Background: an optimization exercise with open tools, aiming at small area, a short achievable clock period and few clock cycles per item. Do not read the settings as production practice.
The RTL was checked by simulation tests, not by an equivalence proof against the original design.
No activity file was given, so power comes from the tool's default toggle rates.

## word_tokenizer_fnv1a_hasher_top
module word_tokenizer_fnv1a_hasher_top #(
  parameter int unsigned LENGTH_WIDTH = wtok_pkg::LENGTH_WIDTH_DEF
) (
  input  logic   clk,
  input  logic   rst,
  input  logic   byte_valid,
  output logic   byte_ready,
  input  wtok_pkg::byte_t  byte_data,
  output logic   token_valid,
  input  logic   token_ready,
  output wtok_pkg::token_t token_data
);
  localparam logic [1:0] C_NONE = 2'd0;
  localparam logic [1:0] C_WORD = 2'd1;
  localparam logic [1:0] C_LF   = 2'd2;
  localparam logic [1:0] C_END  = 2'd3;
  logic [1:0]  ib_cls;
  logic        ib_b7;
  logic                    in_word;
  logic [31:0]             hash_r;
  logic [LENGTH_WIDTH-1:0] len_r;
  logic                    last_r;
  logic [1:0]  e_pre;
  logic        w_own;
  logic        e_post;
  logic        rdy_nt;
  logic        rdy_t;
  logic        e_front;
  logic        word_end;
  logic        imm_w;
  logic        take;
  logic        w_now;       
  logic        w_give;      
  logic        ok;
  logic        hash_upd;
  logic        hash_clr;
  logic        byte_xfer;
  logic        in_space;
  logic [1:0]  in_cls;
  logic [6:0]  in_low;
  logic [31:0] mix_out;
  logic [31:0] mixed;
  logic [6:0]  hlo_n;
  logic        w_next_nt;   
  logic        w_next_t;    
  logic [1:0]  ib_cls_n;
  logic        in_word_n;
  logic [1:0]  e_pre_n;
  logic        w_own_n;
  logic        e_post_n;
  logic        ok_nt_n;
  logic        ok_t_n;
  assign e_front     = (e_pre != 2'd0);
  assign word_end    = in_word && ib_cls[1];
  assign imm_w       = word_end && !e_front;
  assign token_valid = e_front || w_own || imm_w;
  assign take        = token_valid && token_ready;
  assign token_data.word_hash   = e_front ? EOS_HASH : hash_r;
  ...
For scale: about 680 cells after synthesis, about 65 I/O pins, roughly 6300 sq um of cells after synthesis.
clock: 6.5 ns
lec_check: 0
cap_margin: 20
core_margin: 2
core_utilization: 40
cts_buf_list: sky130_fd_sc_hd__clkbuf_8
cts_cluster_size: 20
place_density: 0.7
setup_slack_margin: 2.5
slew_margin: 20
standard.sh (not shown) runs the stock make flow with config.mk's settings and CLKGATE_MAP_FILE= SYNTH_SCRIPT=/design/flow/synth_recipe.tcl, a recipe that flattens the netlist after the stock synthesis.
==> flow/flow/run.sh <==
#!/bin/bash
# Layout flow: the standard flow, with two changes between its steps.
#  1. After the standard synthesis, flow/fapol.py re-chooses the polarity of
#     each full adder cell (a full adder is self-dual) to drop the inverters
#     that Yosys's adder extraction leaves between them, and turns an xor2
#     with one inverted input into an xnor2 (or back). Registers and all
#     other cells are untouched.
#  2. Ports are buffered with sky130_fd_sc_hd__buf_1 instead of the
#     flow's default buffer cell (every port still gets its own buffer).
# Each tool's output goes to a log file of its own in this folder.
set -euo pipefail
R=orfs/results/sky130hd/word_tokenizer_fnv1a_hasher_top/base
bash standard.sh synth > 1_standard_synth.log 2>&1
cp $R/1_2_yosys.v 1_2_yosys.standard.v
python3 flow/fapol.py 1_2_yosys.standard.v $R/1_2_yosys.v > 2_fapol.log 2>&1
touch $R/1_2_yosys.v
bash standard.sh BUFFER_PORTS_ARGS="-buffer_cell sky130_fd_sc_hd__buf_1" finish > 3_standard_finish.log 2>&1
Other scripts of this flow, unchanged in this note and not shown: flow/flow/fapol.py
The first run went through all stages and came out clean.
Testbench counts at the start, summed over its fixed seeds: cycles 24,016, bytes 24,000.
==> next run, changes <==
Settings changed: ABC_AREA from default to 1, PLACE_DENSITY 0.7 to 0.75, SETUP_SLACK_MARGIN 2.5 to 2.7.
Result:
- The changed run completed with no timing, DRC or antenna violations
- final area went up by a few percent
- worst setup slack improves by 0.17 ns
- synthesized cell count rises by about a fifth
- non-clock buffer count went up by 7
- sequential share of layout area shrinks by 0.67 points
- sequential power goes down slightly
- clock-buffer cell count came out lower by 1
- routed wire length came out higher by a few percent
==> next run, changes <==
Settings changed: PLACE_DENSITY 0.75 to 0.7, SETUP_SLACK_MARGIN 2.7 to 3.0.
Outcome: Via count fell by 0.57%. Clock skew fell by 0.0062 ns. Routed wire length rose by 3.7%. Worst setup slack gets better by 0.11 ns. Design area rose by 3.9%. Worst hold slack hardly moves. Global-route usage stays flat. Count of clock-buffer cells in the layout does not change.
==> next run, changes <==
Settings changed: PLACE_DENSITY 0.7 to default, SETUP_SLACK_MARGIN 3.0 to 2.5.
Result: Sequential share of layout area rises by 0.28 points. Via count falls by about 3.7%. Core utilization falls by 2.7 points. Worst setup slack gets worse by 0.26 ns.
==> next run, changes <==
Settings changed: CORE_UTILIZATION 40 to 50, PLACE_DENSITY from default to 0.8, SETUP_SLACK_MARGIN 2.5 to 2.7.
What happened: Worst setup slack improved by 0.18 ns; critical path depth rose by 1; power rose by 9.1%; clock power rose by about 40%; cell count fell by 4.3%; synthesized area is unchanged; clock-buffer cell count is unchanged; cell area rose by 1.2%; global-route usage rose by 4.8 points; core utilization rose by 12 points; wire length barely changes.
==> next run, changes <==
Settings changed: CORE_UTILIZATION 50 to 40, PLACE_DENSITY 0.8 to 0.9, SETUP_SLACK_MARGIN 2.7 to 2.8.
- routed wire length rises by 9.5%
- synthesized cell count stays the same
- register-to-register slack barely changes

* * *

== north ==
Starting RTL as in the previous note.
export LEC_CHECK = 0
export ABC_AREA = 1
export CAP_MARGIN = 20
export CORE_MARGIN = 2
export CORE_UTILIZATION = 40
export CTS_BUF_LIST = sky130_fd_sc_hd__clkbuf_8
export CTS_CLUSTER_SIZE = 20
export PLACE_DENSITY = 0.7
export SETUP_SLACK_MARGIN = 2.8
export SLEW_MARGIN = 20
export TNS_END_PERCENT = 20
create_clock -name core_clock -period 6.5 [get_ports {clk}]
Scripts as last shown in full above: flow/flow/run.sh
Other scripts of this flow, unchanged in this note and not shown: flow/flow/fapol.py
Testbench counts of north, summed over its fixed seeds: cycles 24,016, bytes 24,000.
[inputs] south vs north
- a change of SETUP_SLACK_MARGIN from 2.8 to 2.7
- a change of PLACE_DENSITY from 0.7 to 0.8
- a deleted TNS_END_PERCENT that had been 20
## What came out
south vs. north: clock buffer and inverter area fraction after layout went down by 0.58 points.
Diff north -> south | post-route clock period utilization | increase of 0.23 points
Between south and north, the sequential power figures differ only marginally.
The maximum clock frequency number comes out lower for south vs north.
hash_r[31] as the endpoint of the worst setup timing path was reported by south, and hash_r[17] by north.
Re count of inserted antenna diode cells: no difference whatsoever between south and north.
| first-pass GRT wire length | south vs north | 0.93% higher |
Of south and north, it is south that has the higher length of the first detailed-routing pass in iterations.
## Diff of input files: east against south
- setting CELL_PAD_IN_SITES_DETAIL_PLACEMENT to 0 for the first time
- setting CELL_PAD_IN_SITES_GLOBAL_PLACEMENT to 0 for the first time
## What came out
- Per the final summary, east finished and its layout is clean on timing, DRC and antenna.
- Taking south as the reference, in east fraction of layout cells with a size suffix above 1 held; vertical die dimension shows no meaningful change; post-detailed-route DRC marker count about even.
Input-level comparison between west and east:
- CELL_PAD_IN_SITES_DETAIL_PLACEMENT removed (was 0)
- CELL_PAD_IN_SITES_GLOBAL_PLACEMENT removed (was 0)
- PLACE_DENSITY changed from 0.8 to 0.7
- SETUP_SLACK_MARGIN changed from 2.7 to 2.8
### Flow results
east ended with every stage complete and zero timing, DRC or antenna violations.
west has completed all stages; timing, DRC and antenna checks passed.
Compared with east, in west portion of total power attributed to combinational logic lost 0.7 points; detailed router's first-iteration violation count lost 23%.
Re placement-stage worst setup slack: west is 0.040 ns up on east.
Of the two values seen for critical path endpoint, hash_r[31] was produced by east and hash_r[19] by west.
diff inputs: west => middle
- PLACE_DENSITY removed (was 0.7)
- SETUP_SLACK_MARGIN changed from 2.8 to 3.2
Findings:
- Going from west to middle, length of routed met3 wiring shrank by 12%; logic depth of the worst setup path including buffers shrank by 2.
- Of middle and west, it is middle that has the lower share of total power consumed by net switching.
- In terms of clock network area share, middle and west differ only marginally.
- Relative to west, the final cell area reported for middle is higher.
- Taking west as the reference, in middle layout buffer count excluding clock buffers went up by about 25%; sequential cell area went up by 23 µm²; post-layout worst setup margin went down by 0.0068 ns; power density over the cells went up by about 5%.
- Via count in middle vs west: up 190
- Of the two candidates, west has the better total routed wirelength and middle the worse one.

afterwards: timing with drivers on the ports:
Ports are ideal in the flow. The routed layouts listed here were re-timed in OpenROAD.
Step 1, drivers: a clkbuf_16 drives clk and a buf_2 each remaining input, both assumed.
Step 2 adds t to the input delays and takes it off the output delays; t is the mean of the earliest and latest rising clock arrival at the registers after step 1. Input paths then give back, and output paths get back, about the clock's delay inside the block.
Slacks: no drivers / after step 1 / after step 2; pairs: no drivers / after step 1.
run	t (ns)	slack for setup (ns)	worst data-port slew with drivers (ns)
the first run of note 1	0.400	2.675 / 2.675 / 2.403	0.03
the second run of note 1	0.400	2.849 / 2.849 / 2.849	0.03
the third run of note 1	0.401	2.959 / 2.959 / 2.959	0.03
the fourth run of note 1	0.404	2.702 / 2.702 / 2.702	0.03
the fifth run of note 1	0.405	2.883 / 2.883 / 2.811	0.03
the sixth run of note 1	0.405	2.882 / 2.882 / 2.867	0.03
north	0.398	2.893 / 2.893 / 2.893	0.03
south	0.394	2.878 / 2.878 / 2.839	0.03
east	0.394	2.878 / 2.878 / 2.839	0.03
west	0.397	2.897 / 2.897 / 2.871	0.03
middle	0.409	2.890 / 2.890 / 2.890	0.03
After both steps setup and hold are still met in every run listed. The setup slack of the first run of note 1, which loses most, moves by 0.000 ns with the drivers and by -0.272 ns with both steps.
